What follows belongs to an exercise in optimizing a design on an open flow for small area, a short achievable clock period and few clock cycles per item; a production flow would make more cautious choices. Function was checked by simulation only, so behaviour that the tests miss may differ from the original. Power is estimated from default activity; no workload was simulated.

## design/flow/design.v

```verilog
`default_nettype none
module sha_msg_window (
   input  logic        clock,
   input  logic        ib_shift,    
   input  logic [31:0] asm_word,
   input  logic        w_load,      
   input  logic        w_rot,       
   output logic [31:0] w0
);
   function automatic [31:0] sha_rotr(input [31:0] x, input integer k);
      sha_rotr = (x >> k) | (x << (32 - k));
   endfunction
   function automatic [31:0] ssig0(input [31:0] x);
      ssig0 = sha_rotr(x, 7) ^ sha_rotr(x, 18) ^ (x >> 3);
   endfunction
   function automatic [31:0] ssig1(input [31:0] x);
      ssig1 = sha_rotr(x, 17) ^ sha_rotr(x, 19) ^ (x >> 10);
   endfunction
   logic [479:0] ib_ff;
   logic [511:0] win_ff;
   logic [31:0]  w_next;
   assign w_next = ssig1(win_ff[32*14 +: 32]) + win_ff[32*9 +: 32]
                 + ssig0(win_ff[32*1 +: 32]) + win_ff[32*0 +: 32];
   assign w0 = win_ff[31:0];
   always_ff @(posedge clock) begin
      if (ib_shift) begin
         ib_ff <= {asm_word, ib_ff[479:32]};
      end
      if (w_load) begin
         win_ff <= {asm_word, ib_ff};
      end else begin
         win_ff <= {(w_rot ? win_ff[31:0] : w_next), win_ff[511:32]};
      end
   end
endmodule
`default_nettype wire
`default_nettype none
module sha_round_core (
   input  logic        clock,
   input  logic        reset,
   input  logic        rnd_en,      
   input  logic        ld_en,       
   input  logic        first,       
   input  logic        fold_en,     
   input  logic        reinit,      
   input  logic [31:0] k_val,       
   input  logic [31:0] w_val,       
   input  logic [2:0]  rd_idx,
   output logic [31:0] rd_word
);
   function automatic [31:0] sha_rotr(input [31:0] x, input integer k);
      sha_rotr = (x >> k) | (x << (32 - k));
   endfunction
   function automatic [31:0] csa_s(input [31:0] x, input [31:0] y, input [31:0] z);
      csa_s = x ^ y ^ z;
   endfunction
   function automatic [31:0] csa_c(input [31:0] x, input [31:0] y, input [31:0] z);
      csa_c = ((x & y) | (x & z) | (y & z)) << 1;
   endfunction
   function automatic [31:0] ks_add(input [31:0] x, input [31:0] y);
      logic [31:0] g, p, gn, pn;
      g = x & y;
      p = x ^ y;
      for (int d = 1; d < 32; d = d * 2) begin
         gn = g;
         pn = p;
         for (int i = d; i < 32; i++) begin
            gn[i] = g[i] | (p[i] & g[i-d]);
            pn[i] = p[i] & p[i-d];
         end
         g = gn;
         p = pn;
      end
      ks_add = (x ^ y) ^ {g[30:0], 1'b0};
   endfunction
   localparam [31:0] IV0 = 32'h6a09e667, IV1 = 32'hbb67ae85,
                     IV2 = 32'h3c6ef372, IV3 = 32'ha54ff53a,
                     IV4 = 32'h510e527f, IV5 = 32'h9b05688c,
                     IV6 = 32'h1f83d9ab, IV7 = 32'h5be0cd19;
   logic [31:0] wa, wb, wc, wd, we, wf, wg, wh;
   logic [31:0] ha0, ha1, ha2, ha3, he0, he1, he2, he3;
   logic [31:0] hkw;
   logic [31:0] big1, pick, big0, vote, new_a, new_e;
   logic [31:0] sum_a, sum_e, hkw_h, hkw_in;
   logic [31:0] s1, c1, s2, c2, s3, c3, t1s, t1c, se, ce;
   assign big1  = sha_rotr(we, 6) ^ sha_rotr(we, 11) ^ sha_rotr(we, 25);
   assign pick  = (we & wf) ^ (~we & wg);
   assign big0  = sha_rotr(wa, 2) ^ sha_rotr(wa, 13) ^ sha_rotr(wa, 22);
   assign vote  = (wa & wb) ^ (wa & wc) ^ (wb & wc);
   assign s1    = csa_s(hkw, pick, vote);
   assign c1    = csa_c(hkw, pick, vote);
   assign s2    = csa_s(s1, big0, big1);
   assign c2    = csa_c(s1, big0, big1);
   assign s3    = csa_s(s2, c2, c1);
   assign c3    = csa_c(s2, c2, c1);
   assign new_a = ks_add(s3, c3);
   assign t1s   = csa_s(hkw, pick, wd);
   assign t1c   = csa_c(hkw, pick, wd);
   assign se    = csa_s(t1s, t1c, big1);
   assign ce    = csa_c(t1s, t1c, big1);
   assign new_e = ks_add(se, ce);
   assign sum_a = ha3 + wa;
   assign sum_e = he3 + we;
   assign hkw_h  = ld_en ? (first ? IV7 : he2) : wg;
   assign hkw_in = hkw_h + k_val + w_val;
   always_comb begin
      case (rd_idx)
         3'd0: rd_word = ha0;
         3'd1: rd_word = ha1;
         3'd2: rd_word = ha2;
         3'd3: rd_word = ha3;
         3'd4: rd_word = he0;
         3'd5: rd_word = he1;
         3'd6: rd_word = he2;
         default: rd_word = he3;
      endcase
   end
   always_ff @(posedge clock) begin
      if (ld_en) begin
         if (first) begin
            {wa, wb, wc, wd} <= {IV0, IV1, IV2, IV3};
            {we, wf, wg, wh} <= {IV4, IV5, IV6, IV7};
         end else begin
            {wa, wb, wc, wd} <= {sum_a, ha0, ha1, ha2};
            {we, wf, wg, wh} <= {sum_e, he0, he1, he2};
         end
      end else if (rnd_en) begin
         {wa, wb, wc, wd} <= {new_a, wa, wb, wc};
         {we, wf, wg, wh} <= {new_e, we, wf, wg};
      end
      if (ld_en || rnd_en) begin
         hkw <= hkw_in;
      end
   end
   always_ff @(posedge clock) begin
      if (reset || reinit) begin
         {ha0, ha1, ha2, ha3} <= {IV0, IV1, IV2, IV3};
         {he0, he1, he2, he3} <= {IV4, IV5, IV6, IV7};
      end else if (fold_en) begin
         {ha0, ha1, ha2, ha3} <= {sum_a, ha0, ha1, ha2};
         {he0, he1, he2, he3} <= {sum_e, he0, he1, he2};
      end
   end
endmodule
`default_nettype wire
`default_nettype none
module sha256_hash_engine (
   input  logic        clock,
   input  logic        reset,
   input  logic        req_valid,
   output logic        req_ready,
   input  logic [7:0]  req_data_byte,
   input  logic        req_byte_present,
   input  logic        req_message_end,
   output logic        rsp_valid,
   input  logic        rsp_ready,
   output logic [31:0] rsp_digest_word,
   output logic [2:0]  rsp_word_index,
   output logic        rsp_last_word
);
   function automatic [31:0] sha_round_k(input [5:0] idx);
      case (idx)
         6'd0:  sha_round_k = 32'h428a2f98;  6'd1:  sha_round_k = 32'h71374491;
         6'd2:  sha_round_k = 32'hb5c0fbcf;  6'd3:  sha_round_k = 32'he9b5dba5;
         6'd4:  sha_round_k = 32'h3956c25b;  6'd5:  sha_round_k = 32'h59f111f1;
         6'd6:  sha_round_k = 32'h923f82a4;  6'd7:  sha_round_k = 32'hab1c5ed5;
         6'd8:  sha_round_k = 32'hd807aa98;  6'd9:  sha_round_k = 32'h12835b01;
         6'd10: sha_round_k = 32'h243185be;  6'd11: sha_round_k = 32'h550c7dc3;
         6'd12: sha_round_k = 32'h72be5d74;  6'd13: sha_round_k = 32'h80deb1fe;
         6'd14: sha_round_k = 32'h9bdc06a7;  6'd15: sha_round_k = 32'hc19bf174;
         6'd16: sha_round_k = 32'he49b69c1;  6'd17: sha_round_k = 32'hefbe4786;
         6'd18: sha_round_k = 32'h0fc19dc6;  6'd19: sha_round_k = 32'h240ca1cc;
         6'd20: sha_round_k = 32'h2de92c6f;  6'd21: sha_round_k = 32'h4a7484aa;
         6'd22: sha_round_k = 32'h5cb0a9dc;  6'd23: sha_round_k = 32'h76f988da;
         6'd24: sha_round_k = 32'h983e5152;  6'd25: sha_round_k = 32'ha831c66d;
         6'd26: sha_round_k = 32'hb00327c8;  6'd27: sha_round_k = 32'hbf597fc7;
         6'd28: sha_round_k = 32'hc6e00bf3;  6'd29: sha_round_k = 32'hd5a79147;
         6'd30: sha_round_k = 32'h06ca6351;  6'd31: sha_round_k = 32'h14292967;
         6'd32: sha_round_k = 32'h27b70a85;  6'd33: sha_round_k = 32'h2e1b2138;
         6'd34: sha_round_k = 32'h4d2c6dfc;  6'd35: sha_round_k = 32'h53380d13;
         6'd36: sha_round_k = 32'h650a7354;  6'd37: sha_round_k = 32'h766a0abb;
         6'd38: sha_round_k = 32'h81c2c92e;  6'd39: sha_round_k = 32'h92722c85;
         6'd40: sha_round_k = 32'ha2bfe8a1;  6'd41: sha_round_k = 32'ha81a664b;
         6'd42: sha_round_k = 32'hc24b8b70;  6'd43: sha_round_k = 32'hc76c51a3;
         6'd44: sha_round_k = 32'hd192e819;  6'd45: sha_round_k = 32'hd6990624;
         6'd46: sha_round_k = 32'hf40e3585;  6'd47: sha_round_k = 32'h106aa070;
         6'd48: sha_round_k = 32'h19a4c116;  6'd49: sha_round_k = 32'h1e376c08;
         6'd50: sha_round_k = 32'h2748774c;  6'd51: sha_round_k = 32'h34b0bcb5;
         6'd52: sha_round_k = 32'h391c0cb3;  6'd53: sha_round_k = 32'h4ed8aa4a;
         6'd54: sha_round_k = 32'h5b9cca4f;  6'd55: sha_round_k = 32'h682e6ff3;
         6'd56: sha_round_k = 32'h748f82ee;  6'd57: sha_round_k = 32'h78a5636f;
         6'd58: sha_round_k = 32'h84c87814;  6'd59: sha_round_k = 32'h8cc70208;
         6'd60: sha_round_k = 32'h90befffa;  6'd61: sha_round_k = 32'ha4506ceb;
         6'd62: sha_round_k = 32'hbef9a3f7;
         default: sha_round_k = 32'hc67178f2;
      endcase
   endfunction
   logic        q_valid, q_valid_n;
   logic [7:0]  q_byte;
   logic        q_present, q_end;
   logic        rdy_ff;
   logic [5:0]  fill, fill_n;           
   logic [31:0] asm_word;               
   logic        blk_rdy, blk_rdy_n;     
   logic        blk_final, blk_final_n;  
   logic        msg_first, msg_first_n;  
   logic        pad, pad_n;             
   logic        mark_owed, mark_owed_n;  
   logic        mark_hi, mark_hi_n;     
   logic [54:0] blkcnt, blkcnt_n;       
   logic [5:0]  endfill, endfill_n;     
   logic        run, run_n;             
   logic        lcyc, lcyc_n;           
   logic [5:0]  kn, kn_n;               
   logic [31:0] k_ff;                   
   logic        stall, stall_n;         
   logic [3:0]  srot;                   
   logic        w_valid, w_valid_n;     
   logic        w_first, w_first_n, w_final, w_final_n;
   logic        cur_final, cur_final_n;  
   logic        fold_pend, fold_pend_n;  
   logic        ob_pend, ob_pend_n;     
   logic [2:0]  oidx, oidx_n;
   logic        rsp_valid_ff;
   logic [31:0] rsp_word_ff;
   logic [2:0]  rsp_idx_ff;
   logic        rsp_last_ff;
   logic        xfer, ib_free, q_take, pad_step, ib_shift, rnd_en, ld_en;
   logic        fold_en, out_load, reinit, req_fire;
   logic [3:0]  wi;
   logic [1:0]  kb;
   logic        mh;
   logic [31:0] len_hi, len_lo, pad_word, mark_word, hash_word, w0;
   assign req_ready = rdy_ff;
   assign req_fire  = req_valid && rdy_ff;
   assign xfer    = blk_rdy && ((!run && !lcyc) || (run && kn == 6'd0) || (lcyc && !w_valid));
   assign ib_free = !blk_rdy || xfer;
   assign q_take  = q_valid && !pad && ib_free;
   assign pad_step = pad && ib_free;
   assign rnd_en  = run && !stall;
   assign ld_en   = lcyc && w_valid;
   assign fold_en = (rnd_en && (kn == 6'd62 || kn == 6'd63 || kn == 6'd0)) || (lcyc && fold_pend);
   assign out_load = ob_pend && (!rsp_valid_ff || rsp_ready);
   assign reinit  = out_load && (oidx == 3'd7);
   assign wi = fill[5:2];
   assign kb = fill[1:0];
   assign mh = mark_hi || (mark_owed && wi[3:1] == 3'b111);
   assign len_hi = blkcnt[54:23];
   assign len_lo = {blkcnt[22:0], endfill, 3'b000};
   assign pad_word = mark_owed ? 32'h80000000 :
                     (!mark_hi && wi == 4'd14) ? len_hi :
                     (!mark_hi && wi == 4'd15) ? len_lo : 32'h0;
   always_comb begin
      case (kb)
         2'd1:    mark_word = {asm_word[7:0], 8'h80, 16'h0};
         2'd2:    mark_word = {asm_word[15:0], 8'h80, 8'h0};
         default: mark_word = {asm_word[23:0], 8'h80};
      endcase
   end
   assign ib_shift = (q_take && q_present && kb == 2'd0) ||
                     (pad_step && !(mark_owed && kb != 2'd0));
   sha_msg_window u_window (
      .clock    (clock),
      .ib_shift (ib_shift),
      .asm_word (asm_word),
      .w_load   (xfer),
      .w_rot    (stall),
      .w0       (w0)
   );
   sha_round_core u_core (
      .clock   (clock),
      .reset   (reset),
      .rnd_en  (rnd_en),
      .ld_en   (ld_en),
      .first   (w_first),
      .fold_en (fold_en),
      .reinit  (reinit),
      .k_val   (k_ff),
      .w_val   (w0),
      .rd_idx  (oidx),
      .rd_word (hash_word)
   );
   always_comb begin
      q_valid_n   = q_valid;
      fill_n      = fill;
      blk_rdy_n   = blk_rdy;
      blk_final_n = blk_final;
      msg_first_n = msg_first;
      pad_n       = pad;
      mark_owed_n = mark_owed;
      mark_hi_n   = mark_hi;
      blkcnt_n    = blkcnt;
      endfill_n   = endfill;
      if (req_fire) begin
         q_valid_n = 1'b1;
      end else if (q_take) begin
         q_valid_n = 1'b0;
      end
      if (xfer) begin
         blk_rdy_n   = 1'b0;
         msg_first_n = blk_final;
      end
      if (q_take) begin
         if (q_present) begin
            fill_n = fill + 6'd1;
            if (fill == 6'd63) begin
               blk_rdy_n   = 1'b1;
               blk_final_n = 1'b0;
               blkcnt_n    = blkcnt + 55'd1;
            end
         end
         if (q_end) begin
            pad_n       = 1'b1;
            mark_owed_n = 1'b1;
            endfill_n   = q_present ? fill + 6'd1 : fill;
         end
      end else if (pad_step) begin
         fill_n      = {wi + 4'd1, 2'b00};
         mark_owed_n = 1'b0;
         mark_hi_n   = (wi == 4'd15) ? 1'b0 : mh;
         if (wi == 4'd15) begin
            blk_rdy_n   = 1'b1;
            blk_final_n = !mh;
            if (!mh) begin
               pad_n    = 1'b0;
               blkcnt_n = 55'd0;
            end
         end
      end
   end
   always_comb begin
      run_n       = run;
      lcyc_n      = lcyc;
      kn_n        = kn;
      w_valid_n   = w_valid;
      w_first_n   = w_first;
      w_final_n   = w_final;
      cur_final_n = cur_final;
      fold_pend_n = fold_pend;
      ob_pend_n   = ob_pend;
      oidx_n      = oidx;
      if (xfer) begin
         w_valid_n = 1'b1;
         w_first_n = msg_first;
         w_final_n = blk_final;
      end
      if (lcyc) begin
         fold_pend_n = 1'b0;
         if (w_valid) begin
            w_valid_n   = xfer;
            run_n       = 1'b1;
            lcyc_n      = 1'b0;
            kn_n        = 6'd1;
            cur_final_n = w_final;
         end else begin
            lcyc_n = xfer;
            kn_n   = 6'd0;
         end
      end else if (rnd_en) begin
         if (kn == 6'd0) begin
            run_n       = 1'b0;
            fold_pend_n = 1'b1;
            lcyc_n      = xfer || cur_final;
         end else begin
            kn_n = kn + 6'd1;
         end
      end else if (!run && xfer) begin
         lcyc_n = 1'b1;
      end
      if (lcyc && fold_pend && cur_final) begin
         ob_pend_n = 1'b1;
         oidx_n    = 3'd0;
      end else if (out_load) begin
         oidx_n = oidx + 3'd1;
         if (oidx == 3'd7) begin
            ob_pend_n = 1'b0;
         end
      end
   end
   assign stall_n = (rnd_en && kn == 6'd61 && ob_pend) ||
                    (stall && (ob_pend || srot != 4'd15));
   always_ff @(posedge clock) begin
      if (reset) begin
         q_valid   <= 1'b0;
         rdy_ff    <= 1'b0;
         fill      <= 6'd0;
         blk_rdy   <= 1'b0;
         blk_final <= 1'b0;
         msg_first <= 1'b1;
         pad       <= 1'b0;
         mark_owed <= 1'b0;
         mark_hi   <= 1'b0;
         blkcnt    <= 55'd0;
         endfill   <= 6'd0;
         run       <= 1'b0;
         lcyc      <= 1'b0;
         kn        <= 6'd0;
         stall     <= 1'b0;
         srot      <= 4'd0;
         w_valid   <= 1'b0;
         w_first   <= 1'b1;
         w_final   <= 1'b0;
         cur_final <= 1'b0;
         fold_pend <= 1'b0;
         ob_pend   <= 1'b0;
         oidx      <= 3'd0;
         rsp_valid_ff <= 1'b0;
      end else begin
         q_valid   <= q_valid_n;
         rdy_ff    <= !q_valid_n || (!pad_n && !blk_rdy_n);
         fill      <= fill_n;
         blk_rdy   <= blk_rdy_n;
         blk_final <= blk_final_n;
         msg_first <= msg_first_n;
         pad       <= pad_n;
         mark_owed <= mark_owed_n;
         mark_hi   <= mark_hi_n;
         blkcnt    <= blkcnt_n;
         endfill   <= endfill_n;
         run       <= run_n;
         lcyc      <= lcyc_n;
         kn        <= kn_n;
         stall     <= stall_n;
         srot      <= stall ? srot + 4'd1 : 4'd0;
         w_valid   <= w_valid_n;
         w_first   <= w_first_n;
         w_final   <= w_final_n;
         cur_final <= cur_final_n;
         fold_pend <= fold_pend_n;
         ob_pend   <= ob_pend_n;
         oidx      <= oidx_n;
         if (out_load) begin
            rsp_valid_ff <= 1'b1;
         end else if (rsp_ready) begin
            rsp_valid_ff <= 1'b0;
         end
      end
      if (req_fire) begin
         q_byte    <= req_data_byte;
         q_present <= req_byte_present;
         q_end     <= req_message_end;
      end
      if (q_take && q_present) begin
         asm_word <= {asm_word[23:0], q_byte};
      end else if (pad_step) begin
         asm_word <= (mark_owed && kb != 2'd0) ? mark_word : pad_word;
      end
      k_ff <= sha_round_k(kn_n);
      if (out_load) begin
         rsp_word_ff <= hash_word;
         rsp_idx_ff  <= oidx;
         rsp_last_ff <= (oidx == 3'd7);
      end
   end
   assign rsp_valid       = rsp_valid_ff;
   assign rsp_digest_word = rsp_word_ff;
   assign rsp_word_index  = rsp_idx_ff;
   assign rsp_last_word   = rsp_last_ff;
endmodule
`default_nettype wire
```

## design/flow/standard.sh

```bash
#!/bin/bash
# synth_recipe.tcl (not shown) runs the flow's synth.tcl, then flattens the netlist and writes it again
# the make line also repeats each setting of config.mk as NAME=value (left out here)
make -C /OpenROAD-flow-scripts/flow DESIGN_CONFIG=/design/flow/config.mk WORK_HOME=/design/flow/orfs CLKGATE_MAP_FILE= SYNTH_SCRIPT=/design/flow/synth_recipe.tcl "${@:-finish}"
```

## design/flow/constraint.sdc

```tcl
create_clock -name core_clock -period 10.0 [get_ports {clock}]
set_input_delay 2.0000 -clock core_clock [delete_from_list [all_inputs] [get_ports {clock}]]
set_output_delay 2.0000 -clock core_clock [all_outputs]
set_load 0.01 [all_outputs]
```

## design/flow/flow/run.sh

```bash
#!/bin/bash
set -euo pipefail
bash standard.sh SETUP_SLACK_MARGIN=6 finish > flow_make.log 2>&1
```

## design/flow/config.mk

```make
export PLATFORM = sky130hd
export DESIGN_NAME = sha256_hash_engine
export DESIGN_NICKNAME = sha256_hash_engine
export VERILOG_FILES = /design/flow/design.v
export SDC_FILE = /design/flow/constraint.sdc
export NUM_CORES = 4
export LEC_CHECK = 0
export CAP_MARGIN = 20
export CORE_MARGIN = 2
export CORE_UTILIZATION = 40
export CTS_BUF_LIST = sky130_fd_sc_hd__clkbuf_4 sky130_fd_sc_hd__clkbuf_8
export PLACE_DENSITY = 0.6
export SLEW_MARGIN = 20
```

==> results of run 1 <==
-- layer usage --
layer | vias to the layer above | share of wire
li1 | 29200 | -
met1 | 31000 | 0.40
met2 | 2731 | 0.47
met3 | 679 | 0.074
met4 | 0 | 0.056
met5 | - | 0
-- path summary, 6_finish.rpt --
| check | start | endpoint | cells after the start |
|---|---|---|---|
| setup / recovery | u_core.we[2]$_DFFE_PP_ | u_core.wa[26]$_DFFE_PP_ | 17 |
| hold / removal | u_window.win_ff[85]$_DFF_P_ | u_window.win_ff[53]$_DFF_P_ | 2 |
| setup reg to reg | u_core.we[2]$_DFFE_PP_ | u_core.wa[26]$_DFFE_PP_ | 17 |
| hold reg to reg | u_window.win_ff[85]$_DFF_P_ | u_window.win_ff[53]$_DFF_P_ | 2 |
-- worst reg2reg max path, cell delays in order (launching register included) --
cell	delay, ns
edfxtp_1	0.44
mux2i_4	0.24
fa_1	0.55
inv_2	0.04
fa_1	0.52
fa_1	0.42
ha_2	0.20
fa_2	0.35
a211o_1	0.27
o211ai_1	0.13
a21o_1	0.28
o21ai_4	0.09
a211o_1	0.31
and2_4	0.15
o311a_1	0.30
nor2_1	0.12
xor2_1	0.15
o22ai_1	0.08
-- kinds of logic after synthesis --
logic type	after synthesis	synth area share
DFF	1712	0.518
buffers and inverters	1013	0.0468
and+or+nand+nor	3248	0.161
xor gates and xnor gates	481	0.0515
AOI/OAI and AO/OA	1606	0.122
muxes	48	0.00588
adders and majority gates	469	0.0947
-- power by group through the flow --
stage / logic, W / registers [W] / clock network (W)
6_report: 0.0198 / 0.00986 / 0.00687
5_1_grt: 0.0218 / 0.00995 / 0.00731
4_1_cts: 0.0184 / 0.00986 / 0.00701
3_5_place_dp: 0.0153 / 0.00993 / 0
3_3_place_gp: 0.0151 / 0.00991 / 0
2_1_floorplan: 0.0116 / 0.00941 / 0
-- layout make-up --
cell class                 instances  area (um2)
antenna                            7        17.5
fill                           18900      108000
multi-input combinational       5861       38200
tap                             2688        3360
clock inverter                    67         596
inverter                         503        1920
sequential                      1712       42600
clock buffer                     467        5760
timing repair buffer             339        3410
-- through the flow --
step | hold WS, ns | area [um2] | utilization | std cells
3_5_place_dp | 0.404 | 84700 | 0.415 | 10900
4_1_cts | 0.400 | 94300 | 0.463 | 11600
3_3_place_gp | 0.401 | 84700 | 0.415 | 10900
2_1_floorplan | 0.399 | 81900 | - | 8577
6_report | 0.390 | 95900 | 0.470 | 11600
5_1_grt | 0.416 | 95900 | 0.470 | 11600
-- timing repair --
item / in CTS / in global routing
setup endpoints to repair: 798 / 766
gates resized for setup: 476 / 222
gates cloned: 15 / 7
setup buffers: 146 / 47
endpoints found under the hold margin: 0 / 0
pin swaps: 123 / 120
-- cells in the final DEF (no fill, tap or decap), drive strengths merged, types with 17 or more instances in the layout --
| cell type | count |
|---|---|
| a221oi | 30 |
| xor2 | 145 |
| a21o | 115 |
| a21oi | 489 |
| clkinv | 49 |
| dlygate4sd2 | 33 |
| nand3 | 199 |
| clkbuf | 474 |
| nor3 | 51 |
| buf | 274 |
| fa | 251 |
| a211oi | 37 |
| a22o | 19 |
| a31oi | 32 |
| inv | 504 |
| nand4 | 19 |
| ha | 217 |
| nor2 | 316 |
| nand2 | 2461 |
| o211ai | 43 |
| o22ai | 23 |
| edfxtp | 814 |
| nor2b | 25 |
| xnor2 | 337 |
| a22oi | 76 |
| o2111ai | 23 |
| a222oi | 53 |
| and2 | 20 |
| o21a | 50 |
| clkdlybuf4s50 | 17 |
| mux2i | 47 |
| dfxtp | 898 |
| nand2b | 23 |
| o21ai | 471 |
| o21bai | 32 |
| and3 | 48 |
| or3 | 34 |
==> results.cfg, run 1 <==
[run_status]
outcome = timing/DRC/antenna clean

[sta]
fin_ws_ns = 5.07
setup_viol = 0
max_freq_ghz = 0.203
hold_violations = 0
fin_crit_sh = 0.493
slew-limit-headroom = 0.144
finalClockSkew_ns = 0.0602
fin_tns_setup_ns = 0
worstMarginPinSlew_ns = 1.28
finalCriticalPeriod_ns = 4.93
rsz0062_at_grt = true
maxSlewViolCount = 0

[power_and_ir_drop]
peakVddDrop_uv = 804
power_frac_clock = 0.188
power_w = 0.0365
swShare = 0.406
switchingPower_w = 0.0148
power.density_nw_per_um2 = 381
p_leak_nw = 39.4
internal_power_w = 0.0217
p_comb_frac = 0.542
seqPwrFrac = 0.270

[logic_synthesis]
syn_inst = 8577
yosys.area.top_type_share = 0.299
synth_area_leaders = edfxtp_1 (30%), dfxtp_1 (22%), nand2_1 (11%), fa_1 (6.1%), xnor2_1 (3.6%)
postSynth.topFlopCell = dfxtp_1
syn_nets = 9059
synthArstFlopShare = 0
yosysWarningCount = 3
synth_edf_count = 814
ys_types = 87
yosysTopAreaCell = edfxtp_1
ys_seq_area_frac = 0.518
yosys-top-cells-count = nand2_1 (2459), dfxtp_1 (898), edfxtp_1 (814)
synth-seq-cells = 1712
syn_avg_cell_area_um2 = 9.55
syn_area_um2 = 81900
yosysMostFrequentCell = nand2_1

[critical_path]
cp_common_cell = fa_1
crit_buf_inv = 1
startpoint_type = flop
slowest_delay_ns = 0.55
cp_max_fo = 2
path_delay_family = adder cells
endpoint_kind = flop
cpMaxStageDelayCell = fa_1
crit_arrival_ns = 5.66
crit_chain = mux2i_4, fa_1, inv_2, fa_1, fa_1, ha_2, fa_2, a211o_1, o211ai_1, a21o_1, o21ai_4, a211o_1, and2_4, o311a_1, nor2_1, xor2_1, o22ai_1
critPathRequiredTime_ns = 10.74
rrSetupSlack_ns = 5.07
criticalPathCategory = flop to flop

[floorplan]
ios = 52
start_util = 0.401
die_area_um2 = 208000
die_h_um = 456
die_x_um = 456
fp.coreArea_um2 = 204000
rows = 166

[route]
post_drt_wl_per_cell_um = 22.8
firstDrtPassIters = 10
via_per_inst = 5.47
num_vias = 63700
ant_nets = 0
wl_um = 266000
drt_iter0_drc = 6404
drc = 0

[finish]
syn_to_final_growth_pct = 17.1
drive_above_1_share = 0.141
regMostFlops = u_window.win_ff
largestRegisters = u_window.win_ff (512), u_window.ib_ff (480), blkcnt (55)
nets = 9203
largest_reg_flops = 512

[grt]
grt_util_met1 = 0.313
grt_max_degree = 194
antenna_found_initial = 2
grt.total_usage = 0.247
overflow = 0
grt_pass1_vias = 61500
grtUsageMet3 = 0.0429
top_usage_layer = met2
met2_usage = 0.404
grt_pass1_wl_um = 390000

[clocking]
clkSinkCount = 1712
cts_tree = yes
cts_hold_buffers = 0
clk_root_buffer_cell = clkbuf_8
insertion_delay_ns = 1.08
path_clk_slew_ns = 0.07
clk_path_buf_depth = 4
htreeDepth = 5
cts_buffers = 304

[placed_design]
dp_hpwl_um = 176000
gp_congestion = 0.957
portBuffers = 51
dpl_worst_slack_ns = 3.89

[hold_path]
hp-class = flop to flop

[flow_run]
drv_cap = 0
Testbench counts, summed over its fixed seeds: cycles 24,062, messages 192.
==> run 2, diff against run 1 <==
--- a/design/flow/design.v
+++ b/design/flow/design.v
@@ -197,5 +197,2 @@
    endfunction
-   logic        q_valid, q_valid_n;
-   logic [7:0]  q_byte;
-   logic        q_present, q_end;
    logic        rdy_ff;
@@ -214,3 +211,2 @@
    logic [5:0]  kn, kn_n;               
-   logic [31:0] k_ff;                   
    logic        stall, stall_n;         
@@ -221,10 +217,6 @@
    logic        fold_pend, fold_pend_n;  
-   logic        ob_pend, ob_pend_n;     
+   logic        out_busy, out_busy_n;   
    logic [2:0]  oidx, oidx_n;
-   logic        rsp_valid_ff;
-   logic [31:0] rsp_word_ff;
-   logic [2:0]  rsp_idx_ff;
-   logic        rsp_last_ff;
-   logic        xfer, ib_free, q_take, pad_step, ib_shift, rnd_en, ld_en;
-   logic        fold_en, out_load, reinit, req_fire;
+   logic        xfer, ib_free, req_take, pad_step, ib_shift, rnd_en, ld_en;
+   logic        fold_en, out_take, reinit;
    logic [3:0]  wi;
@@ -234,6 +226,5 @@
    assign req_ready = rdy_ff;
-   assign req_fire  = req_valid && rdy_ff;
    assign xfer    = blk_rdy && ((!run && !lcyc) || (run && kn == 6'd0) || (lcyc && !w_valid));
    assign ib_free = !blk_rdy || xfer;
-   assign q_take  = q_valid && !pad && ib_free;
+   assign req_take  = req_valid && rdy_ff;    
    assign pad_step = pad && ib_free;
@@ -242,4 +233,4 @@
    assign fold_en = (rnd_en && (kn == 6'd62 || kn == 6'd63 || kn == 6'd0)) || (lcyc && fold_pend);
-   assign out_load = ob_pend && (!rsp_valid_ff || rsp_ready);
-   assign reinit  = out_load && (oidx == 3'd7);
+   assign out_take = out_busy && rsp_ready;
+   assign reinit  = out_take && (oidx == 3'd7);
    assign wi = fill[5:2];
@@ -259,3 +250,3 @@
    end
-   assign ib_shift = (q_take && q_present && kb == 2'd0) ||
+   assign ib_shift = (req_take && req_byte_present && kb == 2'd0) ||
                      (pad_step && !(mark_owed && kb != 2'd0));
@@ -277,3 +268,3 @@
       .reinit  (reinit),
-      .k_val   (k_ff),
+      .k_val   (sha_round_k(kn)),
       .w_val   (w0),
@@ -283,3 +274,2 @@
    always_comb begin
-      q_valid_n   = q_valid;
       fill_n      = fill;
@@ -293,7 +283,2 @@
       endfill_n   = endfill;
-      if (req_fire) begin
-         q_valid_n = 1'b1;
-      end else if (q_take) begin
-         q_valid_n = 1'b0;
-      end
       if (xfer) begin
@@ -302,4 +287,4 @@
       end
-      if (q_take) begin
-         if (q_present) begin
+      if (req_take) begin
+         if (req_byte_present) begin
             fill_n = fill + 6'd1;
@@ -311,6 +296,6 @@
          end
-         if (q_end) begin
+         if (req_message_end) begin
             pad_n       = 1'b1;
             mark_owed_n = 1'b1;
-            endfill_n   = q_present ? fill + 6'd1 : fill;
+            endfill_n   = req_byte_present ? fill + 6'd1 : fill;
          end
@@ -339,3 +324,3 @@
       fold_pend_n = fold_pend;
-      ob_pend_n   = ob_pend;
+      out_busy_n  = out_busy;
       oidx_n      = oidx;
@@ -370,8 +355,8 @@
       if (lcyc && fold_pend && cur_final) begin
-         ob_pend_n = 1'b1;
-         oidx_n    = 3'd0;
-      end else if (out_load) begin
+         out_busy_n = 1'b1;
+         oidx_n     = 3'd0;
+      end else if (out_take) begin
          oidx_n = oidx + 3'd1;
          if (oidx == 3'd7) begin
-            ob_pend_n = 1'b0;
+            out_busy_n = 1'b0;
          end
@@ -379,7 +364,6 @@
    end
-   assign stall_n = (rnd_en && kn == 6'd61 && ob_pend) ||
-                    (stall && (ob_pend || srot != 4'd15));
+   assign stall_n = (rnd_en && kn == 6'd61 && out_busy) ||
+                    (stall && (out_busy || srot != 4'd15));
    always_ff @(posedge clock) begin
       if (reset) begin
-         q_valid   <= 1'b0;
          rdy_ff    <= 1'b0;
@@ -404,8 +388,6 @@
          fold_pend <= 1'b0;
-         ob_pend   <= 1'b0;
+         out_busy  <= 1'b0;
          oidx      <= 3'd0;
-         rsp_valid_ff <= 1'b0;
       end else begin
-         q_valid   <= q_valid_n;
-         rdy_ff    <= !q_valid_n || (!pad_n && !blk_rdy_n);
+         rdy_ff    <= !pad_n && !blk_rdy_n;
          fill      <= fill_n;
@@ -429,17 +411,7 @@
          fold_pend <= fold_pend_n;
-         ob_pend   <= ob_pend_n;
+         out_busy  <= out_busy_n;
          oidx      <= oidx_n;
-         if (out_load) begin
-            rsp_valid_ff <= 1'b1;
-         end else if (rsp_ready) begin
-            rsp_valid_ff <= 1'b0;
-         end
       end
-      if (req_fire) begin
-         q_byte    <= req_data_byte;
-         q_present <= req_byte_present;
-         q_end     <= req_message_end;
-      end
-      if (q_take && q_present) begin
-         asm_word <= {asm_word[23:0], q_byte};
+      if (req_take && req_byte_present) begin
+         asm_word <= {asm_word[23:0], req_data_byte};
       end else if (pad_step) begin
@@ -447,13 +419,7 @@
       end
-      k_ff <= sha_round_k(kn_n);
-      if (out_load) begin
-         rsp_word_ff <= hash_word;
-         rsp_idx_ff  <= oidx;
-         rsp_last_ff <= (oidx == 3'd7);
-      end
    end
-   assign rsp_valid       = rsp_valid_ff;
-   assign rsp_digest_word = rsp_word_ff;
-   assign rsp_word_index  = rsp_idx_ff;
-   assign rsp_last_word   = rsp_last_ff;
+   assign rsp_valid       = out_busy;
+   assign rsp_digest_word = hash_word;
+   assign rsp_word_index  = oidx;
+   assign rsp_last_word   = (oidx == 3'd7);
 endmodule
==> design/flow/run.sh (new file) <==
#!/bin/bash
# synth_recipe.tcl (not shown) runs the flow's synth.tcl, then flattens the netlist and writes it again
# the make line also repeats each setting of config.mk as NAME=value (left out here)
make -C /OpenROAD-flow-scripts/flow DESIGN_CONFIG=/design/flow/config.mk WORK_HOME=/design/flow/orfs CLKGATE_MAP_FILE= SYNTH_SCRIPT=/design/flow/synth_recipe.tcl finish
--- a/design/flow/config.mk
+++ b/design/flow/config.mk
@@ -10,4 +10,4 @@
 export CORE_UTILIZATION = 40
-export CTS_BUF_LIST = sky130_fd_sc_hd__clkbuf_4 sky130_fd_sc_hd__clkbuf_8
 export PLACE_DENSITY = 0.6
+export SETUP_SLACK_MARGIN = 5
 export SLEW_MARGIN = 20
removed: design/flow/flow/run.sh
removed: design/flow/standard.sh
==> run 2 against run 1 <==
  * First-iteration DRC count grew 15%
  * Worst hold slack improved by 0.021 ns
  * Clock power about the same
  * Critical path type is now flop to output port
  * Critical path depth decreased by 9
  * Final area fell by 3.8%
  * Clock skew decreased by 0.0091 ns
  * Utilization down 0.86 points
  * Critical endpoint is now rsp_digest_word[10]
  * Area after synthesis is 1.6% lower
==> results.cfg, run 2 <==
[route]
ant_nets = 0
post_drt_wl_per_cell_um = 23.2
firstDrtPassIters = 7
drt_iter0_drc = 7374
num_vias = 62000
drc = 0
wl_um = 263000
via_per_inst = 5.48

[logic_synthesis]
syn_inst = 8545
syn_area_um2 = 80500
synth-seq-cells = 1664
postSynth.topFlopCell = dfxtp_1
synthArstFlopShare = 0
synth_area_leaders = edfxtp_1 (29%), dfxtp_1 (22%), nand2_1 (11%), fa_1 (6.2%), xnor2_1 (3.6%)
yosys.area.top_type_share = 0.286
synth_edf_count = 768
yosysWarningCount = 3
yosysMostFrequentCell = nand2_1
ys_seq_area_frac = 0.509
syn_avg_cell_area_um2 = 9.43
yosys-top-cells-count = nand2_1 (2435), dfxtp_1 (896), edfxtp_1 (768)
ys_types = 85
yosysTopAreaCell = edfxtp_1
syn_nets = 9027

[finish]
fillers = 18900
syn_to_final_growth_pct = 14.5
final_common_cell = nand2_1
nets = 8991
largestRegisters = u_window.win_ff (512), u_window.ib_ff (480), blkcnt (55)
most-common-layout-cells = nand2_1 (2430), dfxtp_1 (873), edfxtp_1 (768), inv_1 (559), a21oi_1 (429)
final_area_um2 = 92200
drive_above_1_share = 0.0859
final_cells = 11300
regMostFlops = u_window.win_ff
largest_reg_flops = 512

[placed_design]
placed_cells = 10800
gp_congestion = 0.988
dp_hpwl_um = 178000
portBuffers = 51
place_area_um2 = 83400

[power_and_ir_drop]
power.density_nw_per_um2 = 366
swShare = 0.411
p_leak_nw = 38.4
seqPwrFrac = 0.287
p_comb_frac = 0.508
switchingPower_w = 0.0139
peakVddDrop_uv = 796
power_w = 0.0337
power_frac_clock = 0.205
internal_power_w = 0.0199

[sta]
hold_violations = 0
maxSlewViolCount = 0
setup_viol = 0
fin_crit_sh = 0.539
slew-limit-headroom = 0.175
finalClockSkew_ns = 0.0511
finalCriticalPeriod_ns = 5.39
rsz0062_at_grt = true
max_freq_ghz = 0.185
worstMarginPinSlew_ns = 1.24
fin_tns_setup_ns = 0

[critical_path]
crit_arrival_ns = 3.39
ff2ff_path_depth = 17
startpoint_type = flop
endpoint_kind = output port
rrSetupSlack_ns = 4.91
cp_max_fo = 8
critPathRequiredTime_ns = 8.00
criticalPathCategory = flop to output port

[floorplan]
die_x_um = 453
fp.coreArea_um2 = 200000
start_util = 0.403
die_h_um = 453
die_area_um2 = 205000
rows = 164
ios = 52

[grt]
antenna_found_initial = 12
grt_pass1_vias = 58600
grt_max_degree = 211
grt.total_usage = 0.250
overflow = 0
grt_pass1_wl_um = 385000

[clocking]
cts_tree = yes
clk_root_buffer_cell = clkbuf_16
insertion_delay_ns = 0.86
cts_buffers = 176
clk_path_buf_depth = 3
path_clk_slew_ns = 0.06
clkSinkCount = 1664
htreeDepth = 4

[run_status]
outcome = timing/DRC/antenna clean

[hold_path]
hp-class = flop to flop
hold_depth = 2

[flow_run]
drv_cap = 0
==> run 2: changes by cell type in the layout (fill, tap and decap cells not counted), moves of 46 or more <==
cell	previous run	this run
xnor2_1	271	317
clkbuf_1	0	56
clkbuf_4	108	0
clkbuf_16	3	183
clkbuf_8	363	25
inv_1	485	559
edfxtp_1	814	768
==> run 2: area by class of cell <==
| class | instances | area (um2) | area share |
|---|---|---|---|
| Multi-Input combinational cell | 5816 | 36600 | 0.397 |
| Timing Repair Buffer | 280 | 2940 | 0.0318 |
| Tap cell | 2656 | 3320 | 0.0360 |
| Clock buffer | 261 | 5060 | 0.0549 |
| Clock inverter | 72 | 1100 | 0.0119 |
| Inverter | 571 | 2170 | 0.0235 |
| Sequential cell | 1664 | 41000 | 0.445 |
| Antenna cell | 4 | 10.0 | 0.000109 |
==> run 2: timing repair <==
| item | 4_1_cts | 5_1_grt |
|---|---|---|
| setup endpoints to repair | 83 | 84 |
| gates cloned | 12 | 3 |
| pin swaps | 72 | 73 |
| setup buffers | 64 | 60 |
| gates resized for setup | 329 | 122 |
| hold buffers | 0 | 0 |
==> run 2: layer usage <==
metal | vias to the layer above | GRT usage | wire, um
met2 | 2582 | 0.368 | 112000
met1 | 30300 | 0.362 | 116000
met4 | 4 | 0.101 | 11100
li1 | 28600 | - | -
met3 | 475 | 0.0466 | 23300
met5 | - | 0 | 23
==> run 2: final timing paths <==
path	start	to
max	oidx[1]$_SDFFE_PP0P_	rsp_digest_word[10]
min	u_window.win_ff[202]$_DFF_P_	u_window.win_ff[170]$_DFF_P_
max reg2reg	u_core.wa[24]$_DFFE_PP_	u_core.wa[28]$_DFFE_PP_
min reg2reg	u_window.win_ff[202]$_DFF_P_	u_window.win_ff[170]$_DFF_P_
==> run 2: cells by family after synthesis <==
group / count (synthesis) / synth area share
compound gates: 1530 / 0.119
xor+xnor: 483 / 0.0525
fa+ha+maj: 469 / 0.0962
buf+inv: 1067 / 0.0501
flops: 1664 / 0.509
mux: 65 / 0.00858
simple gates: 3267 / 0.165
==> run 2: worst max-delay path, stage by stage, from the launching register on <==
cell and delay, ns:
dfxtp_4 0.37, buf_4 0.14, ha_4 0.21, buf_12 0.18, a222oi_1 0.98, mux2i_1 0.16
a21oi_1 0.23, a21oi_2 0.10, buf_2 0.16
==> run 2: power groups by stage <==
stage / clock network (W) / registers (W) / logic [W]
detailed placement: 0 / 0.00981 / 0.0163
CTS: 0.00702 / 0.00968 / 0.0165
global placement: 0 / 0.00979 / 0.0161
global route: 0.00729 / 0.00980 / 0.0191
finish: 0.00690 / 0.00969 / 0.0171
floorplan: 0 / 0.00938 / 0.0121
==> run 2: stage by stage <==
stage                     worst slack, ns  utilization  hold WS, ns
after floorplan                     0.313            -        0.399
after global placement               3.00        0.417        0.400
after detailed placement             3.92        0.417        0.403
after CTS                            4.60        0.456        0.411
after global routing                 4.58        0.461        0.425
final                                4.61        0.461        0.412
Testbench counts of run 2, summed over its fixed seeds: cycles 24,047, messages 192.
==> run 3, diff against run 2 <==
--- a/design/flow/design.v
+++ b/design/flow/design.v
@@ -47,3 +47,3 @@
    input  logic [31:0] w_val,       
-   input  logic [2:0]  rd_idx,
+   input  logic [7:0]  rd_sel,      
    output logic [31:0] rd_word
@@ -105,14 +105,6 @@
    assign hkw_in = hkw_h + k_val + w_val;
-   always_comb begin
-      case (rd_idx)
-         3'd0: rd_word = ha0;
-         3'd1: rd_word = ha1;
-         3'd2: rd_word = ha2;
-         3'd3: rd_word = ha3;
-         3'd4: rd_word = he0;
-         3'd5: rd_word = he1;
-         3'd6: rd_word = he2;
-         default: rd_word = he3;
-      endcase
-   end
+   assign rd_word = ({32{rd_sel[0]}} & ha0) | ({32{rd_sel[1]}} & ha1) |
+                    ({32{rd_sel[2]}} & ha2) | ({32{rd_sel[3]}} & ha3) |
+                    ({32{rd_sel[4]}} & he0) | ({32{rd_sel[5]}} & he1) |
+                    ({32{rd_sel[6]}} & he2) | ({32{rd_sel[7]}} & he3);
    always_ff @(posedge clock) begin
@@ -219,2 +211,3 @@
    logic [2:0]  oidx, oidx_n;
+   logic [7:0]  osel, osel_n;           
    logic        xfer, ib_free, req_take, pad_step, ib_shift, rnd_en, ld_en;
@@ -270,3 +263,3 @@
       .w_val   (w0),
-      .rd_idx  (oidx),
+      .rd_sel  (osel),
       .rd_word (hash_word)
@@ -326,2 +319,3 @@
       oidx_n      = oidx;
+      osel_n      = osel;
       if (xfer) begin
@@ -357,4 +351,6 @@
          oidx_n     = 3'd0;
+         osel_n     = 8'h01;
       end else if (out_take) begin
          oidx_n = oidx + 3'd1;
+         osel_n = {osel[6:0], osel[7]};
          if (oidx == 3'd7) begin
@@ -390,2 +386,3 @@
          oidx      <= 3'd0;
+         osel      <= 8'h01;
       end else begin
@@ -413,2 +410,3 @@
          oidx      <= oidx_n;
+         osel      <= osel_n;
       end
@@ -423,3 +421,3 @@
    assign rsp_word_index  = oidx;
-   assign rsp_last_word   = (oidx == 3'd7);
+   assign rsp_last_word   = osel[7];
 endmodule
==> run 3 against run 2 <==
  * Still clean on timing, DRC and antenna
  * Non-clock buffer count decreased by 71
  * Combinational power grew 6%
  * Worst hold slack lost 0.015 ns
  * Sequential power hardly changed
  * Clock skew fell by 0.00055 ns
  * Routed wire length is 2.2% lower
  * Final area is 1.9% lower
  * Area after synthesis is 0.47% lower
  * Global-route usage down 0.34 points
  * Setup slack improved by 0.36 ns
  * First-iteration DRC count down 6.0%
  * Clock power about the same
  * Critical path type is now flop to flop
  * Highest routed layer unchanged
==> results.cfg, run 3 <==
[run_status]
outcome = timing/DRC/antenna clean

[route]
post_drt_wl_per_cell_um = 23.0
ant_nets = 0
firstDrtPassIters = 7
drt_iter0_drc = 6930
wl_um = 257000
num_vias = 60800
via_per_inst = 5.43
drc = 0

[floorplan]
fp.coreArea_um2 = 199000
die_x_um = 452
die_area_um2 = 204000
die_h_um = 452
start_util = 0.402
ios = 52
rows = 164

[critical_path]
endpoint_kind = flop
crit_arrival_ns = 5.64
startpoint_type = flop
critPathRequiredTime_ns = 10.60
criticalPathCategory = flop to flop
cp_max_fo = 4

[clocking]
clk_path_buf_depth = 3
clk_root_buffer_cell = clkbuf_16
insertion_delay_ns = 0.85
cts_buffers = 175
path_clk_slew_ns = 0.07
clkSinkCount = 1672
cts_tree = yes
htreeDepth = 4

[logic_synthesis]
yosys.area.top_type_share = 0.288
ys_types = 86
synthArstFlopShare = 0
syn_nets = 8964
syn_inst = 8486
yosysMostFrequentCell = nand2_1
synth_edf_count = 768
syn_avg_cell_area_um2 = 9.45
yosysWarningCount = 3
ys_seq_area_frac = 0.513
postSynth.topFlopCell = dfxtp_1
synth_area_leaders = edfxtp_1 (29%), dfxtp_1 (23%), nand2_1 (11%), fa_1 (6.3%), xnor2_1 (3.6%)
yosys-top-cells-count = nand2_1 (2445), dfxtp_1 (904), edfxtp_1 (768)
synth-seq-cells = 1672
yosysTopAreaCell = edfxtp_1
syn_area_um2 = 80200

[finish]
syn_to_final_growth_pct = 12.9
largestRegisters = u_window.win_ff (512), u_window.ib_ff (480), blkcnt (55)
nets = 8866
largest_reg_flops = 512
regMostFlops = u_window.win_ff
final_common_cell = nand2_1
drive_above_1_share = 0.0692
most-common-layout-cells = nand2_1 (2442), dfxtp_1 (884), edfxtp_1 (768), inv_1 (562), a21oi_1 (406)

[placed_design]
dp_hpwl_um = 176000
portBuffers = 51
dpl_worst_slack_ns = 4.14
gp_congestion = 0.943

[power_and_ir_drop]
power_w = 0.0347
p_leak_nw = 37.6
peakVddDrop_uv = 780
power.density_nw_per_um2 = 383

[grt]
grt_pass1_vias = 57700
grt.total_usage = 0.247
antenna_found_initial = 10
grt_max_degree = 207
grt_pass1_wl_um = 378000
overflow = 0

[flow_run]
drv_cap = 0

[sta]
finalClockSkew_ns = 0.0505
finalCriticalPeriod_ns = 5.04
max_freq_ghz = 0.199
fin_ws_ns = 4.96
hold_violations = 0
worstMarginPinSlew_ns = 1.15
rsz0062_at_grt = true
maxSlewViolCount = 0
fin_tns_setup_ns = 0
setup_viol = 0
slew-limit-headroom = 0.225
fin_crit_sh = 0.504

[hold_path]
hp-class = flop to flop
[run 3: cell count changes after synthesis, sizes merged, moves of 14 or more]
cell    change
mux2i      -17
nand4      +29
a221o      -15
nor2       -49
a21o       -14
a22oi     +124
a222oi     -63
a21oi      -50
and3       +29
[run 3: area by class of cell]
type | count | area (um2)
Timing Repair Buffer | 209 | 1880
Tap cell | 2656 | 3320
Clock inverter | 79 | 1100
Sequential cell | 1672 | 41200
Fill cell | 19000 | 109000
Inverter | 571 | 2150
Multi-Input combinational cell | 5759 | 35700
Antenna cell | 2 | 5.00
Clock buffer | 251 | 5100
[run 3: cell families (layout without fill, tap and decap cells)]
kind of cell    Yosys count  count (layout)  share of synthesized area
simple gates           3278            3282                      0.168
compound gates         1482            1482                      0.114
other cells               0               2                          0
flops                  1672            1672                      0.513
xor+xnor                484             484                     0.0529
fa+ha+maj               465             465                     0.0961
mux                      46              46                    0.00593
buf+inv                1059            1110                     0.0499
[run 3: path summary, 6_finish.rpt]
| path | startpoint | to | slack, ns | depth (start not counted) |
|---|---|---|---|---|
| max | u_core.we[14]$_DFFE_PP_ | u_core.wa[29]$_DFFE_PP_ | 4.96 | 17 |
| min | u_window.win_ff[182]$_DFF_P_ | u_window.win_ff[150]$_DFF_P_ | 0.40 | 2 |
| max reg2reg | u_core.we[14]$_DFFE_PP_ | u_core.wa[29]$_DFFE_PP_ | 4.96 | 17 |
| min reg2reg | u_window.win_ff[182]$_DFF_P_ | u_window.win_ff[150]$_DFF_P_ | 0.40 | 2 |
[run 3: per-stage QoR]
| step | hold slack [ns] | instances | util | cell area (um2) |
|---|---|---|---|---|
| floorplan | 0.399 | 8486 | - | 80200 |
| global placement | 0.400 | 10800 | 0.416 | 82900 |
| detailed placement | 0.403 | 10800 | 0.416 | 82900 |
| CTS | 0.398 | 11100 | 0.450 | 89800 |
| global route | 0.415 | 11200 | 0.454 | 90500 |
| finish | 0.397 | 11200 | 0.454 | 90500 |
[run 3: worst max-delay path, stage by stage, from the launching register on]
cell	delay, ns
edfxtp_1	0.50
buf_4	0.21
buf_4	0.13
xnor2_1	0.13
xnor2_1	0.35
fa_1	0.51
fa_1	0.44
ha_1	0.23
nor3_2	0.25
nand2_1	0.14
a211oi_4	0.36
o31ai_4	0.15
a211oi_4	0.34
a31oi_4	0.20
a41oi_4	0.23
a21oi_1	0.13
or3_1	0.33
and3_1	0.18
[run 3: per-layer routing]
layer | up-vias | share of wire | global-route usage | wire length (um)
met5 | - | 0.000051 | 0 | 13
met4 | 2 | 0.037 | 0.0871 | 9580
met3 | 457 | 0.081 | 0.0435 | 20900
li1 | 28100 | - | - | -
met1 | 29900 | 0.44 | 0.357 | 114000
met2 | 2390 | 0.44 | 0.371 | 112000
[run 3: what timing repair did]
action,4_1_cts,5_1_grt
resized for setup,85,67
pin swaps,17,27
setup buffers,32,51
gates cloned,3,1
endpoints found under the setup margin,79,120
hold buffers,0,0
[run 3: power breakdown]
part | total, W | switching (W) | internal [W]
combinational | 0.0181 | 0.0106 | 0.00746
clock | 0.00692 | 0.00289 | 0.00403
sequential | 0.00971 | 0.000923 | 0.00879
total | 0.0347 | 0.0144 | 0.0203
Testbench counts of run 3, summed over its fixed seeds: cycles 24,047, messages 192.
==> run 4, diff against run 3 <==
--- a/design/flow/config.mk
+++ b/design/flow/config.mk
@@ -13 +13,2 @@
 export SLEW_MARGIN = 20
+export TNS_END_PERCENT = 10
==> run 4 against run 3 <==
  * Utilization is 0.16 points lower
  * Critical path depth decreased by 13
  * Worst hold slack barely moved
  * Synthesized cell count unchanged
  * Clock skew shrank 0.0038 ns
==> results.cfg, run 4 <==
[critical_path]
path_delay_family = buffers and inverters
crit_chain = buf_8, a22oi_1, nand4_1, clkdlybuf4s50_1
cpMaxStageDelayCell = clkdlybuf4s50_1
criticalPathCategory = flop to output port
critPathRequiredTime_ns = 8.00
slowest_delay_ns = 0.67
endpoint_kind = output port
crit_arrival_ns = 3.12
crit_buf_inv = 2
startpoint_type = flop
crit-reg2reg-capture = u_core.wa[29]$_DFFE_PP_
crit-reg2reg-launch = u_core.we[10]$_DFFE_PP_
cp_max_fo = 24
ff2ff_path_depth = 16
rrSetupSlack_ns = 4.95

[sta]
holdWs_ns = 0.396
rsz0062_at_grt = true
slew-limit-headroom = 0.223
finalCriticalPeriod_ns = 5.12
setup_viol = 0
fin_ws_ns = 4.88
max_freq_ghz = 0.195
fin_crit_sh = 0.512
hold_violations = 0
fin_tns_setup_ns = 0
worstMarginPinSlew_ns = 1.17
finalClockSkew_ns = 0.0467
maxSlewViolCount = 0

[logic_synthesis]
yosysWarningCount = 3
synthArstFlopShare = 0
synth_compound_area_frac = 0.114
yosysTopAreaCell = edfxtp_1
postSynth.topFlopCell = dfxtp_1
synth_top_family_by_area = simple AND/OR/NAND/NOR gates
synth_edf_count = 768
syn_avg_cell_area_um2 = 9.45
syn_inst = 8486
synth_mux_area_frac = 0.00593
yosys-top-cells-count = nand2_1 (2445), dfxtp_1 (904), edfxtp_1 (768)
ys_seq_area_frac = 0.513
ys_types = 86
yosys.area_share.adder = 0.0961
synthSimpleGateAreaFrac = 0.168
synth-seq-cells = 1672
synthXorXnorAreaFrac = 0.0529
yosys.area.top_type_share = 0.288
syn_nets = 8964
syn_area_um2 = 80200
synth_area_leaders = edfxtp_1 (29%), dfxtp_1 (23%), nand2_1 (11%), fa_1 (6.3%), xnor2_1 (3.6%)
yosysMostFrequentCell = nand2_1

[floorplan]
start_util = 0.402
die_h_um = 452
die_x_um = 452
fp.coreArea_um2 = 199000
ios = 52
die_area_um2 = 204000
rows = 164

[route]
drt_iter0_drc = 6606
drc = 0
ant_nets = 0
post_drt_wl_per_cell_um = 22.7
firstDrtPassIters = 9
via_per_inst = 5.42
num_vias = 60600
wl_um = 253000

[grt]
grt.total_usage = 0.244
overflow = 0
grt_pass1_vias = 58200
antenna_found_initial = 10
grt_pass1_wl_um = 375000
grt_max_degree = 202

[finish]
final_area_um2 = 90200
final_common_cell = nand2_1
nets = 8846
largest_reg_flops = 512
syn_to_final_growth_pct = 12.5
most-common-layout-cells = nand2_1 (2442), dfxtp_1 (888), edfxtp_1 (768), inv_1 (562), a21oi_1 (407)
largestRegisters = u_window.win_ff (512), u_window.ib_ff (480), blkcnt (55)
drive_above_1_share = 0.0661
final_core_util = 0.452
regMostFlops = u_window.win_ff

[power_and_ir_drop]
p_leak_nw = 37.4
peakVddDrop_uv = 789
power.density_nw_per_um2 = 381

[hold_path]
min_from = u_window.win_ff[123]$_DFF_P_
hold_depth = 2
hp-class = flop to flop
hold_end = u_window.win_ff[91]$_DFF_P_

[clocking]
clk_root_buffer_cell = clkbuf_16
cts_hold_buffers = 0
insertion_delay_ns = 0.86
path_clk_slew_ns = 0.06
htreeDepth = 4
cts_tree = yes
clk_path_buf_depth = 3
clkSinkCount = 1672
cts_buffers = 175

[flow_run]
drv_cap = 0

[placed_design]
dpl_worst_slack_ns = 4.15
gp_congestion = 1.00
portBuffers = 51
dp_hpwl_um = 177000
place_area_um2 = 83000

[run_status]
outcome = timing/DRC/antenna clean
[run 4: area by class of cell]
cell class	count	area (um2)
well taps	2656	3320
clock buffers	232	4850
repair buffers	192	1740
flip-flops and latches	1672	41200
multi-input cells	5756	35600
inverters	571	2150
fillers	19000	109000
diodes	3	7.51
clock inverters	99	1300
[run 4: timing repair]
action,CTS,global route
buffers inserted,23,41
endpoints found under the hold margin,0,0
endpoints found under the setup margin,72,157
gates cloned,1,0
pin swaps,10,24
gates resized for setup,48,81
[run 4: tightest hold or removal path, cell delays in order, from the launching register on]
cell and delay, ns:
dfxtp_1 0.30, nand2_1 0.04, nand2_1 0.05
[run 4: kinds of logic (layout without fill, tap and decap cells)]
logic type / after synthesis / count (layout)
AOI/OAI and AO/OA: 1482 / 1482
xor gates and xnor gates: 484 / 484
adders and majority gates: 465 / 465
buffers and inverters: 1059 / 1094
DFF: 1672 / 1672
muxes: 46 / 46
other: 0 / 3
and+or+nand+nor: 3278 / 3279
[run 4: through the flow]
| stage | power, W | std cells |
|---|---|---|
| after floorplan | 0.0217 | 8486 |
| after CTS | 0.0337 | 11100 |
| after global routing | 0.0367 | 11200 |
| after detailed placement | 0.0266 | 10800 |
| final | 0.0344 | 11200 |
| after global placement | 0.0265 | 10800 |
[run 4: power by group]
group          internal [W]  switching [W]
combinational       0.00724         0.0106
clock               0.00398        0.00292
sequential          0.00878       0.000908
total                0.0200         0.0144
[run 4: layer usage]
metal | global-route usage | up-vias | part of all wire
li1 | - | 28100 | -
met1 | 0.345 | 29700 | 0.44
met2 | 0.364 | 2349 | 0.43
met3 | 0.0510 | 463 | 0.083
met4 | 0.0971 | 6 | 0.042
met5 | 0 | - | 0.00016
[run 4: how the worst max path moves through the flow]
stage	from	cells past startpoint	to	slack, ns
floorplan	kn[0]$_SDFFE_PP0P_	6	u_window.ib_ff[0]$_DFFE_PP_	0.29
global placement	u_core.wa[6]$_DFFE_PP_	19	u_core.wa[29]$_DFFE_PP_	4.17
detailed placement	u_core.wa[7]$_DFFE_PP_	16	u_core.wa[29]$_DFFE_PP_	4.15
CTS	osel[7]$_SDFFE_PP0P_	4	rsp_digest_word[3]	4.84
global route	osel[1]$_SDFFE_PP0P_	4	rsp_digest_word[2]	4.88
finish	osel[6]$_SDFFE_PP0P_	4	rsp_digest_word[3]	4.88
==> run 5, diff against run 4 <==
--- a/design/flow/config.mk
+++ b/design/flow/config.mk
@@ -10,2 +10,4 @@
 export CORE_UTILIZATION = 40
+export CTS_CLUSTER_DIAMETER = 100
+export CTS_CLUSTER_SIZE = 20
 export PLACE_DENSITY = 0.6
@@ -13,2 +15 @@
 export SLEW_MARGIN = 20
-export TNS_END_PERCENT = 10
==> run 5 against run 4 <==
  * Total power shrank 6.5%
  * Routed wire length up 1.1%
  * Sequential share of layout area increased by 1.4 points
  * Largest cell class unchanged
  * Clock skew shrank 0.0032 ns
  * First-iteration DRC count is 2.6% higher
  * Combinational power is essentially flat
  * Via count down 0.39%
  * Critical path type unchanged
  * Worst hold slack improved by 0.0050 ns
  * Utilization is 1.4 points lower
  * Critical path depth unchanged
==> results.cfg, run 5 <==
[placed_design]
placed_cells = 10800
portBuffers = 51
dpl_worst_slack_ns = 4.14
gp_congestion = 0.943
dp_hpwl_um = 176000

[clocking]
cts_tree = yes
clkSinkCount = 1672
insertion_delay_ns = 0.79
clk_path_buf_depth = 3
cts_buffers = 95
path_clk_slew_ns = 0.09
clk_root_buffer_cell = clkbuf_16
htreeDepth = 3

[critical_path]
crit_buf_inv = 2
path_delay_family = buffers and inverters
cpMaxStageDelayCell = clkdlybuf4s50_1
endpoint_kind = output port
crit_arrival_ns = 2.98
startpoint_type = flop
cp_max_fo = 35
slowest_delay_ns = 0.82
critPathRequiredTime_ns = 8.00
crit_chain = buf_6, a22oi_1, nand4_1, clkdlybuf4s50_1
criticalPathCategory = flop to output port

[logic_synthesis]
ys_types = 86
synth_area_leaders = edfxtp_1 (29%), dfxtp_1 (23%), nand2_1 (11%), fa_1 (6.3%), xnor2_1 (3.6%)
yosysTopAreaCell = edfxtp_1
yosysWarningCount = 3
syn_nets = 8964
postSynth.topFlopCell = dfxtp_1
synth-seq-cells = 1672
syn_avg_cell_area_um2 = 9.45
syn_area_um2 = 80200
yosys.area.top_type_share = 0.288
yosys-top-cells-count = nand2_1 (2445), dfxtp_1 (904), edfxtp_1 (768)
yosysMostFrequentCell = nand2_1
ys_seq_area_frac = 0.513
syn_inst = 8486
synthArstFlopShare = 0
synth_edf_count = 768

[finish]
multi_input_area_um2 = 35800
largest_reg_flops = 512
most-common-layout-cells = nand2_1 (2442), dfxtp_1 (882), edfxtp_1 (768), inv_1 (563), a21oi_1 (404)
syn_to_final_growth_pct = 9.10
regMostFlops = u_window.win_ff
final_cells = 11100
fillers = 19200
nets = 8801
drive_above_1_share = 0.0538
ff_latch_area_um2 = 41200
final_common_cell = nand2_1
largestRegisters = u_window.win_ff (512), u_window.ib_ff (480), blkcnt (55)

[sta]
finalClockSkew_ns = 0.0435
finalCriticalPeriod_ns = 4.98
fin_ws_ns = 5.02
fin_crit_sh = 0.498
maxSlewViolCount = 0
slew-limit-headroom = 0.218
hold_violations = 0
rsz0062_at_grt = true
fin_tns_setup_ns = 0
max_freq_ghz = 0.201
worstMarginPinSlew_ns = 1.17
setup_viol = 0

[power_and_ir_drop]
p_leak_nw = 36.1
power_w = 0.0321
power.density_nw_per_um2 = 367
peakVddDrop_uv = 786

[flow_run]
drv_cap = 0

[route]
post_drt_wl_per_cell_um = 23.2
firstDrtPassIters = 8
ant_nets = 0
wl_um = 256000
via_per_inst = 5.46
drc = 0
num_vias = 60400
drt_iter0_drc = 6778

[grt]
overflow = 0
grt.total_usage = 0.244
antenna_found_initial = 8
grt_max_degree = 207
grt_pass1_wl_um = 375000
grt_pass1_vias = 56700

[floorplan]
start_util = 0.402
die_area_um2 = 204000
ios = 52
rows = 164
die_x_um = 452
die_h_um = 452
fp.coreArea_um2 = 199000

[hold_path]
hp-class = flop to flop

[run_status]
outcome = timing/DRC/antenna clean
run 5: repair_timing:
action                                  4_1_cts  5_1_grt
endpoints found under the setup margin       77      249
resized for setup                            80       94
buffers inserted                             43       54
pin swaps                                    18       41
hold buffers                                  0        0
gates cloned                                  1        3
run 5: metrics by stage:
step	area [um2]	utilization	hold slack (ns)
after global routing	87500	0.438	0.429
after floorplan	80200	-	0.399
after detailed placement	82900	0.416	0.403
after CTS	86500	0.434	0.398
final	87500	0.438	0.401
after global placement	82900	0.416	0.400
run 5: where the power goes:
group | total (W) | leakage (nW) | internal, W | switching (W)
clock | 0.00431 | 1.39 | 0.00192 | 0.00238
combinational | 0.0181 | 20.1 | 0.00746 | 0.0107
sequential | 0.00970 | 14.6 | 0.00878 | 0.000925
total | 0.0321 | 36.1 | 0.0182 | 0.0140
run 5: logic make-up (layout without fill, tap and decap cells):
| family | Yosys count | after routing | share of synthesized area |
|---|---|---|---|
| DFF | 1672 | 1672 | 0.513 |
| xor gates and xnor gates | 484 | 484 | 0.0529 |
| other | 0 | 1 | 0 |
| AOI/OAI and AO/OA | 1482 | 1482 | 0.114 |
| adders and majority gates | 465 | 465 | 0.0961 |
| muxes | 46 | 46 | 0.00593 |
| and+or+nand+nor | 3278 | 3281 | 0.168 |
| buffers and inverters | 1059 | 970 | 0.0499 |
run 5: layout make-up:
| type | count | share of cell area |
|---|---|---|
| flip-flops and latches | 1672 | 0.471 |
| multi-input cells | 5758 | 0.410 |
| well taps | 2656 | 0.0380 |
| clock buffers | 162 | 0.0308 |
| inverters | 571 | 0.0246 |
| repair buffers | 225 | 0.0232 |
| clock inverters | 12 | 0.00268 |
| diodes | 1 | 0.0000286 |
run 5: worst paths after layout:
path	start	end	slack (ns)	depth (start not counted)
setup reg to reg	u_core.we[3]$_DFFE_PP_	u_core.wa[29]$_DFFE_PP_	5.03	16
setup / recovery	osel[7]$_SDFFE_PP0P_	rsp_digest_word[28]	5.02	4
hold reg to reg	u_window.win_ff[147]$_DFF_P_	u_window.win_ff[115]$_DFF_P_	0.40	2
hold / removal	u_window.win_ff[147]$_DFF_P_	u_window.win_ff[115]$_DFF_P_	0.40	2
run 5: tightest hold or removal path: cells and delay by family, from the launching register on:
kind / cells / cell delay (ns)
AND/OR/NAND/NOR: 2 / 0.09
flip-flops: 1 / 0.30
run 5: metal layers:
layer  global-route usage  vias up  part of all wire
met5                    0        -          0.000051
met4               0.0779        2             0.033
met3               0.0370      385             0.083
met2                0.371     2324              0.44
met1                0.356    29800              0.44
li1                     -    27900                 -

## port drivers added, routing unchanged
The results above use ideal ports. As a check the final layouts listed here were re-extracted and re-timed, cells and wires unchanged. Step 1 (the two cells are an assumption about what drives the block):
set clk [get_ports {clock}]
set_driving_cell -lib_cell sky130_fd_sc_hd__clkbuf_16 $clk
set_driving_cell -lib_cell sky130_fd_sc_hd__buf_2 [delete_from_list [all_inputs] $clk]
Step 2, shift: input delay + t, output delay - t, t = (earliest + latest rising clock arrival at the registers) / 2. This alone moves slack from input paths to output paths. Three values: ideal ports, drivers, drivers and shift; two values: the first two.
| run | t, ns | setup slack, ns | hold slack, ns | slew at the worst register clock pin (ns) | worst data-port slew with drivers (ns) |
|---|---|---|---|---|---|
| run 1 | 1.135 | 5.073 / 5.073 / 5.073 | 0.390 / 0.390 / 0.390 | 0.07 / 0.07 | 0.06 |
| run 2 | 0.919 | 4.607 / 4.524 / 4.271 | 0.412 / 0.412 / 0.412 | 0.07 / 0.07 | 0.05 |
| run 3 | 0.907 | 4.964 / 4.947 / 4.273 | 0.397 / 0.397 / 0.397 | 0.07 / 0.07 | 0.10 |
| run 4 | 0.910 | 4.876 / 4.798 / 4.236 | 0.396 / 0.396 / 0.396 | 0.08 / 0.08 | 0.08 |
| run 5 | 0.849 | 5.020 / 4.936 / 4.322 | 0.401 / 0.401 / 0.401 | 0.10 / 0.10 | 0.11 |
After both steps setup and hold are still met in every run listed. For run 5, which loses most, drivers alone change the setup slack by -0.084 ns; drivers and shift together by -0.698 ns.
